Source: an optimization exercise on an open RTL-to-GDS flow (aim: small area). Production flows keep margins and buffers that such runs may drop. In this exercise RTL edits were held to simulation tests only and were not proved equivalent to the original. No activity file was given, so power comes from the tool's default toggle rates.

==> inputs of trial 71 <==
==> flow/design.v <==
`timescale 1ns/1ns
package tage_pkg;
	localparam int ADDR_W = 32;
	localparam int GHR_W = 16;
	localparam int NUM_TAGGED = 2;
	localparam int NUM_PROV = 3;    
	localparam int BASE_IDX_W = 8;
	localparam int TBL_IDX_W = 6;
	localparam int TAG_W = 8;
	localparam int HIST_LEN_1 = 4;
	localparam int HIST_LEN_2 = 12;
	localparam int CTR_W = 3;
	localparam logic [CTR_W-1:0] CTR_WEAK_T = 3'd4;
	localparam logic [CTR_W-1:0] CTR_WEAK_NT = 3'd3;
	localparam int U_W = 2;
	localparam logic [1:0] BASE_CTR_INIT = 2'd2;    
	localparam int ENTRY_W = 1 + TAG_W + CTR_W + U_W;
	localparam int E_U_LSB = 0;
	localparam int E_CTR_LSB = U_W;
	localparam int E_TAG_LSB = U_W + CTR_W;
	localparam int E_VALID = U_W + CTR_W + TAG_W;
	localparam int LOOKUP_W = BASE_IDX_W + NUM_TAGGED * (TBL_IDX_W + TAG_W);
	localparam int L_TAG_LSB = 0;
	localparam int L_IDX_LSB = NUM_TAGGED * TAG_W;
	localparam int L_BASE_LSB = NUM_TAGGED * (TAG_W + TBL_IDX_W);
	localparam int REQ_W = ADDR_W + GHR_W;
	localparam int HREQ_W = LOOKUP_W + ADDR_W;
	localparam int META_W = 4;
	localparam int RESP_W = 1 + META_W + ADDR_W;
	localparam int FB_W = ADDR_W + GHR_W + 1 + META_W;
endpackage
`timescale 1ns/1ns
import tage_pkg::*;
module tage_index_hash (
	input  logic [7:0]  i_pc,     
	input  logic [7:0]  i_pct,    
	input  logic [11:0] i_ghr,
	output logic [5:0]  o_idx1,
	output logic [5:0]  o_idx2,
	output logic [7:0]  o_tag1,
	output logic [7:0]  o_tag2
);
	assign o_idx1 = i_pc[5:0] ^ {2'b00, i_ghr[3:0]};
	assign o_tag1 = i_pct ^ {4'b0000, i_ghr[3:0]};
	assign o_idx2 = i_pc[5:0] ^ i_ghr[5:0] ^ i_ghr[11:6];
	assign o_tag2 = i_pct ^ i_ghr[7:0] ^ {4'b0000, i_ghr[11:8]};
endmodule
`timescale 1ns/1ns
module tage_dec #(
	parameter int N = 6
) (
	input  logic [N-1:0]      i_bin,
	output logic [2**N-1:0]   o_sel
);
	always_comb
	begin
		for (int j = 0; j < 2**N; j++)
			o_sel[j] = i_bin == N'(j);
	end
endmodule
`timescale 1ns/1ns
module tage_aor2 #(
	parameter int W = 1,
	parameter int H = 16,
	parameter int L = 16
) (
	input  logic [L-1:0]     i_lo,
	input  logic [H-1:0]     i_hi,
	input  logic [W*H*L-1:0] i_data,
	output logic [W-1:0]     o_data
);
	always_comb
	begin
		for (int b = 0; b < W; b++)
		begin
			o_data[b] = 1'b0;
			for (int h = 0; h < H; h++)
				o_data[b] = o_data[b] | (i_hi[h] && |(i_data[b * H * L + h * L +: L] & i_lo));
		end
	end
endmodule
`timescale 1ns/1ns
module tage_aor #(
	parameter int W = 1,
	parameter int N = 64
) (
	input  logic [N-1:0]   i_sel,
	input  logic [W*N-1:0] i_data,
	output logic [W-1:0]   o_data
);
	always_comb
	begin
		for (int b = 0; b < W; b++)
			o_data[b] = |(i_data[b * N +: N] & i_sel);
	end
endmodule
`timescale 1ns/1ns
module tage_provider_select (
	input  logic       i_base_pred,
	input  logic [1:0] i_hit,
	input  logic [1:0] i_pred,        
	output logic [3:0] o_meta         
);
	logic prov_pred;
	logic alt_pred;
	assign prov_pred = i_hit[1] ? i_pred[1] : (i_hit[0] ? i_pred[0] : i_base_pred);
	assign alt_pred = (i_hit[1] && i_hit[0]) ? i_pred[0] : i_base_pred;
	assign o_meta = {i_hit[1], i_hit[0] && !i_hit[1], alt_pred, prov_pred};
endmodule
`timescale 1ns/1ns
import tage_pkg::*;
module tage_update_ctrl (
	input  logic       i_fb_valid,
	input  logic       i_outcome,
	input  logic [3:0] i_meta,         
	input  logic [1:0] i_base_ctr,
	input  logic [1:0] i_valid,        
	input  logic [5:0] i_ctr,          
	input  logic [3:0] i_u,            
	output logic       o_base_wr_en,
	output logic [1:0] o_base_ctr,
	output logic [1:0] o_wr_en,
	output logic [1:0] o_wr_valid,
	output logic [5:0] o_wr_ctr,
	output logic [3:0] o_wr_u,
	output logic [1:0] o_tag_en
);
	logic [1:0] prov;
	logic       alt_pred;
	logic       prov_pred;
	logic       mispred;
	logic       alloc_req;
	logic [1:0] cand;
	logic [1:0] is_prov;
	logic [1:0] free;
	logic [1:0] alloc;
	logic       age;
	assign prov = i_meta[3:2];
	assign alt_pred = i_meta[1];
	assign prov_pred = i_meta[0];
	assign mispred = prov_pred != i_outcome;
	assign alloc_req = mispred && !prov[1];
	assign o_base_wr_en = i_fb_valid && (prov == 2'd0);
	always_comb
	begin
		o_base_ctr = i_base_ctr;
		if (i_outcome && (i_base_ctr != 2'd3))
			o_base_ctr = i_base_ctr + 2'd1;
		else if (!i_outcome && (i_base_ctr != 2'd0))
			o_base_ctr = i_base_ctr - 2'd1;
	end
	assign cand[0] = prov == 2'd0;
	assign cand[1] = !prov[1];
	assign is_prov[0] = prov == 2'd1;
	assign is_prov[1] = prov == 2'd2;
	assign free[0] = !i_valid[0] || (i_u[1:0] == 2'd0);
	assign free[1] = !i_valid[1] || (i_u[3:2] == 2'd0);
	assign alloc[0] = alloc_req && cand[0] && free[0];
	assign alloc[1] = alloc_req && cand[1] && free[1] && !alloc[0];
	assign age = alloc_req && !free[1] && (prov[0] || !free[0]);
	always_comb
	begin
		for (int t = 0; t < 2; t++)
		begin
			logic [2:0] c;
			logic [1:0] u;
			c = i_ctr[t * 3 +: 3];
			u = i_u[t * 2 +: 2];
			o_wr_en[t] = i_fb_valid && (is_prov[t] || alloc[t] || (age && cand[t]));
			o_tag_en[t] = i_fb_valid && alloc[t];
			o_wr_valid[t] = alloc[t] || i_valid[t];
			o_wr_ctr[t * 3 +: 3] = c;
			o_wr_u[t * 2 +: 2] = u;
			if (alloc[t])
			begin
				o_wr_ctr[t * 3 +: 3] = i_outcome ? CTR_WEAK_T : CTR_WEAK_NT;
				o_wr_u[t * 2 +: 2] = 2'd0;
			end
			else if (is_prov[t])
			begin
				if (i_outcome && (c != 3'd7))
					o_wr_ctr[t * 3 +: 3] = c + 3'd1;
				else if (!i_outcome && (c != 3'd0))
					o_wr_ctr[t * 3 +: 3] = c - 3'd1;
				if (alt_pred != prov_pred)
				begin
					if (!mispred && (u != 2'd3))
						o_wr_u[t * 2 +: 2] = u + 2'd1;
					else if (mispred && (u != 2'd0))
						o_wr_u[t * 2 +: 2] = u - 2'd1;
				end
			end
			else
				o_wr_u[t * 2 +: 2] = u - 2'd1;    
		end
	end
endmodule
`timescale 1ns/1ns
import tage_pkg::*;
module tage_predictor (
	input  logic                       clk,
	input  logic                       rst_n,
	input  logic [tage_pkg::REQ_W-1:0]  i_req,
	input  logic                       i_req_valid,
	output logic                       o_req_ready,
	output logic [tage_pkg::RESP_W-1:0] o_resp,
	output logic                       o_resp_valid,
	input  logic                       i_resp_ready,
	input  logic [tage_pkg::FB_W-1:0]   i_fb,
	input  logic                       i_fb_valid
);
	logic [31:0] a_pc;
	logic [11:0] a_ghr;
	logic        a_valid;
	logic        a_ready;
	logic        b_ready;
	logic [31:0] b_pc;
	logic [3:0]  b_meta;
	logic        b_valid;
	logic [3:0]  meta;
	assign b_ready = i_resp_ready || !b_valid;
	assign a_ready = b_ready || !a_valid;
	assign o_req_ready = a_ready;
	always_ff @(posedge clk)
	begin
		if (!rst_n)
			a_valid <= 1'b0;
		else if (a_ready)
			a_valid <= i_req_valid;
	end
	always_ff @(posedge clk)
	begin
		if (a_ready)
		begin
			a_pc <= i_req[GHR_W +: ADDR_W];
			a_ghr <= i_req[11:0];
		end
	end
	always_ff @(posedge clk)
	begin
		if (!rst_n)
			b_valid <= 1'b0;
		else if (b_ready)
			b_valid <= a_valid;
	end
	always_ff @(posedge clk)
	begin
		if (b_ready)
		begin
			b_pc <= a_pc;
			b_meta <= meta;
		end
	end
	assign o_resp = {b_meta[0], b_meta, b_pc};
	assign o_resp_valid = b_valid;
	logic [11:0] r_idx;
	logic [15:0] r_tag;
	logic [31:0] f_pc;
	logic [11:0] f_idx;
	logic [15:0] f_tag;
	tage_index_hash u_req_hash (
		.i_pc(a_pc[9:2]),
		.i_pct(a_pc[15:8]),
		.i_ghr(a_ghr),
		.o_idx1(r_idx[5:0]),
		.o_idx2(r_idx[11:6]),
		.o_tag1(r_tag[7:0]),
		.o_tag2(r_tag[15:8])
	);
	assign f_pc = i_fb[FB_W-1 -: ADDR_W];
	tage_index_hash u_fb_hash (
		.i_pc(f_pc[9:2]),
		.i_pct(f_pc[15:8]),
		.i_ghr(i_fb[META_W + 1 +: 12]),
		.o_idx1(f_idx[5:0]),
		.o_idx2(f_idx[11:6]),
		.o_tag1(f_tag[7:0]),
		.o_tag2(f_tag[15:8])
	);
	logic [1:0] base_up_ctr;
	logic       base_wr_en;
	logic [1:0] base_wr_ctr;
	logic [1:0] up_valid;
	logic [5:0] up_ctr;
	logic [3:0] up_u;
	logic [1:0] wr_en;
	logic [1:0] wr_valid;
	logic [5:0] wr_ctr;
	logic [3:0] wr_u;
	logic [1:0] tag_en;
	tage_update_ctrl u_update (
		.i_fb_valid(i_fb_valid),
		.i_outcome(i_fb[META_W]),
		.i_meta(i_fb[META_W-1:0]),
		.i_base_ctr(base_up_ctr),
		.i_valid(up_valid),
		.i_ctr(up_ctr),
		.i_u(up_u),
		.o_base_wr_en(base_wr_en),
		.o_base_ctr(base_wr_ctr),
		.o_wr_en(wr_en),
		.o_wr_valid(wr_valid),
		.o_wr_ctr(wr_ctr),
		.o_wr_u(wr_u),
		.o_tag_en(tag_en)
	);
	logic [511:0] bc;
	logic [15:0]  fb_lo, fb_hi;
	logic [15:0]  bw_lo, bw_hi;
	logic [1:0]   bwd;
	logic [15:0]  rb_lo, rb_hi;
	logic         base_pred;
	tage_dec #(.N(4)) u_fb_lo (.i_bin(f_pc[5:2]), .o_sel(fb_lo));
	tage_dec #(.N(4)) u_fb_hi (.i_bin(f_pc[9:6]), .o_sel(fb_hi));
	assign bw_lo = fb_lo | {16{!rst_n}};
	assign bw_hi = (fb_hi & {16{base_wr_en}}) | {16{!rst_n}};
	assign bwd = rst_n ? base_wr_ctr : 2'd2;
	for (genvar i = 0; i < 256; i++)
	begin : g_b
		always_ff @(posedge clk)
		begin
			if (bw_hi[i / 16] && bw_lo[i % 16])
			begin
				bc[i] <= bwd[0];
				bc[256 + i] <= bwd[1];
			end
		end
	end
	tage_aor2 #(.W(2), .H(16), .L(16)) u_b_up (
		.i_lo(bw_lo),
		.i_hi(bw_hi),
		.i_data(bc),
		.o_data(base_up_ctr)
	);
	tage_dec #(.N(4)) u_rb_lo (.i_bin(a_pc[5:2]), .o_sel(rb_lo));
	tage_dec #(.N(4)) u_rb_hi (.i_bin(a_pc[9:6]), .o_sel(rb_hi));
	tage_aor2 #(.W(1), .H(16), .L(16)) u_b_rd (
		.i_lo(rb_lo),
		.i_hi(rb_hi),
		.i_data(bc[511:256]),
		.o_data(base_pred)
	);
	logic [1:0] rd_valid;
	logic [15:0] rd_tag;
	logic [1:0] rd_pred;
	for (genvar t = 0; t < 2; t++)
	begin : g_t
		logic [63:0]  v;
		logic [511:0] tg;     
		logic [191:0] c;
		logic [127:0] u;
		logic [7:0]   f_lo, f_hi;
		logic [7:0]   a_lo, a_hi;
		logic [7:0]   t_hi;
		logic [7:0]   r_lo, r_hi;
		tage_dec #(.N(3)) u_f_lo (.i_bin(f_idx[t * 6 +: 3]), .o_sel(f_lo));
		tage_dec #(.N(3)) u_f_hi (.i_bin(f_idx[t * 6 + 3 +: 3]), .o_sel(f_hi));
		tage_dec #(.N(3)) u_r_lo (.i_bin(r_idx[t * 6 +: 3]), .o_sel(r_lo));
		tage_dec #(.N(3)) u_r_hi (.i_bin(r_idx[t * 6 + 3 +: 3]), .o_sel(r_hi));
		assign a_lo = f_lo | {8{!rst_n}};
		assign a_hi = (f_hi & {8{wr_en[t]}}) | {8{!rst_n}};
		assign t_hi = f_hi & {8{tag_en[t]}};
		for (genvar i = 0; i < 64; i++)
		begin : g_e
			always_ff @(posedge clk)
			begin
				if (a_hi[i / 8] && a_lo[i % 8])
				begin
					v[i] <= rst_n && wr_valid[t];
					c[i] <= wr_ctr[t * 3];
					c[64 + i] <= wr_ctr[t * 3 + 1];
					c[128 + i] <= wr_ctr[t * 3 + 2];
					u[i] <= wr_u[t * 2];
					u[64 + i] <= wr_u[t * 2 + 1];
				end
			end
			for (genvar b = 0; b < 8; b++)
			begin : g_tb
				always_ff @(posedge clk)
				begin
					if (t_hi[i / 8] && f_lo[i % 8])
						tg[b * 64 + i] <= f_tag[t * 8 + b];
				end
			end
		end
		tage_aor2 #(.W(6), .H(8), .L(8)) u_up (
			.i_lo(f_lo),
			.i_hi(f_hi),
			.i_data({u, c, v}),
			.o_data({up_u[t * 2 +: 2], up_ctr[t * 3 +: 3], up_valid[t]})
		);
		tage_aor2 #(.W(10), .H(8), .L(8)) u_rd (
			.i_lo(r_lo),
			.i_hi(r_hi),
			.i_data({c[191:128], tg, v}),
			.o_data({rd_pred[t], rd_tag[t * 8 +: 8], rd_valid[t]})
		);
	end
	logic [1:0] hit;
	assign hit[0] = rd_valid[0] && (rd_tag[7:0] == r_tag[7:0]);
	assign hit[1] = rd_valid[1] && (rd_tag[15:8] == r_tag[15:8]);
	tage_provider_select u_select (
		.i_base_pred(base_pred),
		.i_hit(hit),
		.i_pred(rd_pred),
		.o_meta(meta)
	);
endmodule
==> flow/run.sh <==
#!/bin/bash
# synth_recipe.tcl (not shown) runs the flow's synth.tcl, then flattens the netlist and writes it again
# the make line also repeats each setting of config.mk as NAME=value (left out here)
make -C /OpenROAD-flow-scripts/flow DESIGN_CONFIG=/design/flow/config.mk WORK_HOME=/design/flow/orfs CLKGATE_MAP_FILE= SYNTH_SCRIPT=/design/flow/synth_recipe.tcl finish
==> flow/config.mk <==
export PLATFORM = sky130hd
export DESIGN_NAME = tage_predictor
export DESIGN_NICKNAME = tage_predictor
export VERILOG_FILES = /design/flow/design.v
export SDC_FILE = /design/flow/constraint.sdc
export NUM_CORES = 4
export LEC_CHECK = 0
export CAP_MARGIN = 20
export CELL_PAD_IN_SITES_GLOBAL_PLACEMENT = 0
export CORE_MARGIN = 2
export CORE_UTILIZATION = 70
export CTS_BUF_LIST = sky130_fd_sc_hd__clkbuf_8
export CTS_CLUSTER_DIAMETER = 50
export CTS_CLUSTER_SIZE = 20
export PLACE_DENSITY = 0.8
export SLEW_MARGIN = 30
export SYNTH_HIERARCHICAL = 1
==> flow/constraint.sdc <==
create_clock -name core_clock -period 10.0 [get_ports {clk}]
set_input_delay 2.0000 -clock core_clock [delete_from_list [all_inputs] [get_ports {clk}]]
set_output_delay 2.0000 -clock core_clock [all_outputs]
set_load 0.01 [all_outputs]
==> trial 41 (differences from trial 71) <==
--- a/flow/design.v
+++ b/flow/design.v
@@ -70,11 +70,30 @@
 	output logic [W-1:0]     o_data
 );
+	function automatic logic or_and(input logic [L-1:0] a, input logic [L-1:0] b);
+		logic r;
+		logic [L+1:0] t;
+		t = {2'b00, a & b};
+		r = 1'b0;
+		for (int k = 0; k < L; k = k + 3)
+			r = r | (|t[k +: 3]);
+		or_and = r;
+	endfunction
+	function automatic logic or_and_h(input logic [H-1:0] a, input logic [H-1:0] b);
+		logic r;
+		logic [H+1:0] t;
+		t = {2'b00, a & b};
+		r = 1'b0;
+		for (int k = 0; k < H; k = k + 3)
+			r = r | (|t[k +: 3]);
+		or_and_h = r;
+	endfunction
 	always_comb
 	begin
 		for (int b = 0; b < W; b++)
 		begin
-			o_data[b] = 1'b0;
+			logic [H-1:0] g;
 			for (int h = 0; h < H; h++)
-				o_data[b] = o_data[b] | (i_hi[h] && |(i_data[b * H * L + h * L +: L] & i_lo));
+				g[h] = or_and(i_data[b * H * L + h * L +: L], i_lo);
+			o_data[b] = or_and_h(g, i_hi);
 		end
 	end
@@ -92,5 +111,11 @@
 	begin
 		for (int b = 0; b < W; b++)
-			o_data[b] = |(i_data[b * N +: N] & i_sel);
+		begin
+			logic [N+1:0] t;
+			t = {2'b00, i_data[b * N +: N] & i_sel};
+			o_data[b] = 1'b0;
+			for (int k = 0; k < N; k = k + 3)
+				o_data[b] = o_data[b] | (|t[k +: 3]);
+		end
 	end
 endmodule
@@ -121,5 +146,4 @@
 	output logic [1:0] o_base_ctr,
 	output logic [1:0] o_wr_en,
-	output logic [1:0] o_wr_valid,
 	output logic [5:0] o_wr_ctr,
 	output logic [3:0] o_wr_u,
@@ -169,5 +193,4 @@
 			o_wr_en[t] = i_fb_valid && (is_prov[t] || alloc[t] || (age && cand[t]));
 			o_tag_en[t] = i_fb_valid && alloc[t];
-			o_wr_valid[t] = alloc[t] || i_valid[t];
 			o_wr_ctr[t * 3 +: 3] = c;
 			o_wr_u[t * 2 +: 2] = u;
@@ -285,5 +308,4 @@
 	logic [3:0] up_u;
 	logic [1:0] wr_en;
-	logic [1:0] wr_valid;
 	logic [5:0] wr_ctr;
 	logic [3:0] wr_u;
@@ -300,5 +322,4 @@
 		.o_base_ctr(base_wr_ctr),
 		.o_wr_en(wr_en),
-		.o_wr_valid(wr_valid),
 		.o_wr_ctr(wr_ctr),
 		.o_wr_u(wr_u),
@@ -367,5 +388,4 @@
 				if (a_hi[i / 8] && a_lo[i % 8])
 				begin
-					v[i] <= rst_n && wr_valid[t];
 					c[i] <= wr_ctr[t * 3];
 					c[64 + i] <= wr_ctr[t * 3 + 1];
@@ -375,4 +395,6 @@
 				end
 			end
+			always_ff @(posedge clk)
+				v[i] <= rst_n && (v[i] || (t_hi[i / 8] && f_lo[i % 8]));
 			for (genvar b = 0; b < 8; b++)
 			begin : g_tb
==> flow/flow/run.sh (new file) <==
#!/bin/bash
# The standard layout (standard.sh) with three changes to how it is made:
#  - synthesis maps logic with an area-oriented ABC script (flow/abc_area_map.script) in place
#    of ORFS's abc_speed.script; everything else in synthesis is unchanged, so the registers
#    and their names are the standard synthesis's;
#  - the clock tree uses larger sink clusters and no dummy balancing loads;
#  - port buffers are the smallest buffer cell.
# Each tool's log is in orfs/logs/ (ORFS's per-step logs); make's output is in flow.log.
set -euo pipefail
W=$PWD
rm -rf "$W/scripts_area"
cp -r "$FLOW_HOME/scripts" "$W/scripts_area"
cp "$W/flow/abc_area_map.script" "$W/scripts_area/abc_speed.script"
export SCRIPTS_DIR="$W/scripts_area"
export CTS_ARGS="-sink_clustering_enable -repair_clock_nets -dont_use_dummy_load -sink_clustering_size 16 -sink_clustering_max_diameter 45 -buf_list sky130_fd_sc_hd__clkbuf_8"
export BUFFER_PORTS_ARGS="-buffer_cell sky130_fd_sc_hd__buf_1"
bash standard.sh > flow.log 2>&1
==> flow/flow/abc_area_map.script (new file) <==
&get -n
&st
&dch -f
&nf -R 1000
&put
topo
==> flow/standard.sh (new file) <==
#!/bin/bash
# synth_recipe.tcl (not shown) runs the flow's synth.tcl, then flattens the netlist and writes it again
# the make line also repeats each setting of config.mk as NAME=value (left out here)
make -C /OpenROAD-flow-scripts/flow DESIGN_CONFIG=/design/flow/config.mk WORK_HOME=/design/flow/orfs CLKGATE_MAP_FILE= SYNTH_SCRIPT=/design/flow/synth_recipe.tcl "${@:-finish}"
- CORE_UTILIZATION: 70 -> 78
- CTS_BUF_LIST: sky130_fd_sc_hd__clkbuf_8 -> not set
- CTS_CLUSTER_DIAMETER: 50 -> not set
- CTS_CLUSTER_SIZE: 20 -> not set
- PLACE_DENSITY: 0.8 -> 0.86
removed: flow/run.sh
==> build 32 (differences from trial 71) <==
--- a/flow/design.v
+++ b/flow/design.v
@@ -70,11 +70,30 @@
 	output logic [W-1:0]     o_data
 );
+	function automatic logic or_and(input logic [L-1:0] a, input logic [L-1:0] b);
+		logic r;
+		logic [L+1:0] t;
+		t = {2'b00, a & b};
+		r = 1'b0;
+		for (int k = 0; k < L; k = k + 3)
+			r = r | (|t[k +: 3]);
+		or_and = r;
+	endfunction
+	function automatic logic or_and_h(input logic [H-1:0] a, input logic [H-1:0] b);
+		logic r;
+		logic [H+1:0] t;
+		t = {2'b00, a & b};
+		r = 1'b0;
+		for (int k = 0; k < H; k = k + 3)
+			r = r | (|t[k +: 3]);
+		or_and_h = r;
+	endfunction
 	always_comb
 	begin
 		for (int b = 0; b < W; b++)
 		begin
-			o_data[b] = 1'b0;
+			logic [H-1:0] g;
 			for (int h = 0; h < H; h++)
-				o_data[b] = o_data[b] | (i_hi[h] && |(i_data[b * H * L + h * L +: L] & i_lo));
+				g[h] = or_and(i_data[b * H * L + h * L +: L], i_lo);
+			o_data[b] = or_and_h(g, i_hi);
 		end
 	end
@@ -92,5 +111,11 @@
 	begin
 		for (int b = 0; b < W; b++)
-			o_data[b] = |(i_data[b * N +: N] & i_sel);
+		begin
+			logic [N+1:0] t;
+			t = {2'b00, i_data[b * N +: N] & i_sel};
+			o_data[b] = 1'b0;
+			for (int k = 0; k < N; k = k + 3)
+				o_data[b] = o_data[b] | (|t[k +: 3]);
+		end
 	end
 endmodule
@@ -121,5 +146,4 @@
 	output logic [1:0] o_base_ctr,
 	output logic [1:0] o_wr_en,
-	output logic [1:0] o_wr_valid,
 	output logic [5:0] o_wr_ctr,
 	output logic [3:0] o_wr_u,
@@ -169,5 +193,4 @@
 			o_wr_en[t] = i_fb_valid && (is_prov[t] || alloc[t] || (age && cand[t]));
 			o_tag_en[t] = i_fb_valid && alloc[t];
-			o_wr_valid[t] = alloc[t] || i_valid[t];
 			o_wr_ctr[t * 3 +: 3] = c;
 			o_wr_u[t * 2 +: 2] = u;
@@ -285,5 +308,4 @@
 	logic [3:0] up_u;
 	logic [1:0] wr_en;
-	logic [1:0] wr_valid;
 	logic [5:0] wr_ctr;
 	logic [3:0] wr_u;
@@ -300,5 +322,4 @@
 		.o_base_ctr(base_wr_ctr),
 		.o_wr_en(wr_en),
-		.o_wr_valid(wr_valid),
 		.o_wr_ctr(wr_ctr),
 		.o_wr_u(wr_u),
@@ -367,5 +388,4 @@
 				if (a_hi[i / 8] && a_lo[i % 8])
 				begin
-					v[i] <= rst_n && wr_valid[t];
 					c[i] <= wr_ctr[t * 3];
 					c[64 + i] <= wr_ctr[t * 3 + 1];
@@ -375,4 +395,6 @@
 				end
 			end
+			always_ff @(posedge clk)
+				v[i] <= rst_n && (v[i] || (t_hi[i / 8] && f_lo[i % 8]));
 			for (genvar b = 0; b < 8; b++)
 			begin : g_tb
==> flow/flow/run.sh (new file) <==
#!/bin/bash
# The standard layout (standard.sh) with three changes to how it is made:
#  - synthesis maps logic with an area-oriented ABC script (flow/abc_area_map.script) in place
#    of ORFS's abc_speed.script; everything else in synthesis is unchanged, so the registers
#    and their names are the standard synthesis's;
#  - the clock tree uses larger sink clusters and no dummy balancing loads;
#  - port buffers are the smallest buffer cell.
# Each tool's log is in orfs/logs/ (ORFS's per-step logs); make's output is in flow.log.
set -euo pipefail
W=$PWD
rm -rf "$W/scripts_area"
cp -r "$FLOW_HOME/scripts" "$W/scripts_area"
cp "$W/flow/abc_area_map.script" "$W/scripts_area/abc_speed.script"
export SCRIPTS_DIR="$W/scripts_area"
export CTS_ARGS="-sink_clustering_enable -repair_clock_nets -dont_use_dummy_load -sink_clustering_size 14 -sink_clustering_max_diameter 40 -buf_list sky130_fd_sc_hd__clkbuf_8"
export BUFFER_PORTS_ARGS="-buffer_cell sky130_fd_sc_hd__buf_1"
bash standard.sh > flow.log 2>&1
==> flow/flow/abc_area_map.script (new file) <==
&get -n
&st
&dch -f
&nf -R 1000
&put
topo
==> flow/standard.sh (new file) <==
#!/bin/bash
# synth_recipe.tcl (not shown) runs the flow's synth.tcl, then flattens the netlist and writes it again
# the make line also repeats each setting of config.mk as NAME=value (left out here)
make -C /OpenROAD-flow-scripts/flow DESIGN_CONFIG=/design/flow/config.mk WORK_HOME=/design/flow/orfs CLKGATE_MAP_FILE= SYNTH_SCRIPT=/design/flow/synth_recipe.tcl "${@:-finish}"
- CAP_MARGIN: 20 -> 15
- CTS_BUF_LIST: sky130_fd_sc_hd__clkbuf_8 -> not set
- CTS_CLUSTER_DIAMETER: 50 -> not set
- CTS_CLUSTER_SIZE: 20 -> not set
- SLEW_MARGIN: 30 -> 15
removed: flow/run.sh
==> comparison table <==
Post-Layout Cell Count: trial 41 7057; build 32 7242; trial 71 7702
Switching part of the total power: trial 41 26.6%; build 32 26.2%; trial 71 27.8%
WL met1: trial 41 75800 µm; build 32 78700 µm; trial 71 83500 µm
WP data required: trial 41 10.50 ns; build 32 10.57 ns; trial 71 10.60 ns
Result of the run: trial 41 no timing/DRC/antenna violations; build 32 no timing/DRC/antenna violations; trial 71 no timing/DRC/antenna violations
Placeable core region: trial 41 0.114 mm²; build 32 0.127 mm²; trial 71 0.136 mm²
Met2 usage: trial 41 64.3%; build 32 55.6%; trial 71 54.3%
Height of the die: trial 41 342 µm; build 32 361 µm; trial 71 374 µm
Worst Min Path Start: trial 41 a_pc[31]; build 32 a_pc[23]; trial 71 a_pc[0]
Number of antenna violations at the first check in global routing: trial 41 11; build 32 12; trial 71 5
Post-Route Skew: trial 41 0.0836 ns; build 32 0.103 ns; trial 71 0.0480 ns
Multi-input gate share of the layout cell area: trial 41 20.0%; build 32 19.9%; trial 71 21.0%
Seq/Total Area, Yosys: trial 41 78.8%; build 32 78.8%; trial 71 74.6%
End of the worst register-to-register path: trial 41 b_meta[0]; build 32 b_meta[1]; trial 71 b_meta[1]
Setup Slack @ Placement: trial 41 1.29 ns; build 32 1.16 ns; trial 71 1.58 ns
Leakage power: trial 41 30.5 nW; build 32 30.7 nW; trial 71 32.2 nW
Multiplexer share of the synthesized area: trial 41 0.0476%; build 32 0.0476%; trial 71 0.0886%
Met3 demand-to-capacity share in global routing: trial 41 13.1%; build 32 12.6%; trial 71 9.13%
Source of the worst register-to-register timing path: trial 41 a_pc[3]; build 32 a_pc[4]; trial 71 a_pc[2]
Layout Cell Area excl Fill: trial 41 0.0965 mm²; build 32 0.0971 mm²; trial 71 0.102 mm²
Post-layout total power: trial 41 19.7 mW; build 32 20.0 mW; trial 71 21.1 mW

## afterwards: timing with drivers on the ports
No port has a modelled driver above. Below, the same layouts with a new extraction and two added sets of constraints.
Step 1, drivers: a clkbuf_16 drives clk and a buf_2 each remaining input, both assumed.
Step 2 times the ports against the registers' clock, not the clock port: input delays grow and output delays shrink by t, the midpoint of the rising clock arrivals with the driver on.
Three values: ideal, step 1, step 2; two values: the first two.
| run | t, ns | setup slack, ns | worst setup path at the end | clock arrival spread, ns |
|---|---|---|---|---|
| trial 71 | 1.027 | 2.344 / 2.367 / 1.339 | input to register | 0.050 / 0.049 |
| trial 41 | 0.982 | 1.949 / 2.001 / 1.019 | input to register | 0.084 / 0.084 |
| build 32 | 1.010 | 1.737 / 1.795 / 0.785 | input to register | 0.104 / 0.103 |
After both steps every run listed still meets setup and hold. The setup slack of trial 71, which loses most, moves by +0.023 ns with the drivers and by -1.005 ns with both steps.
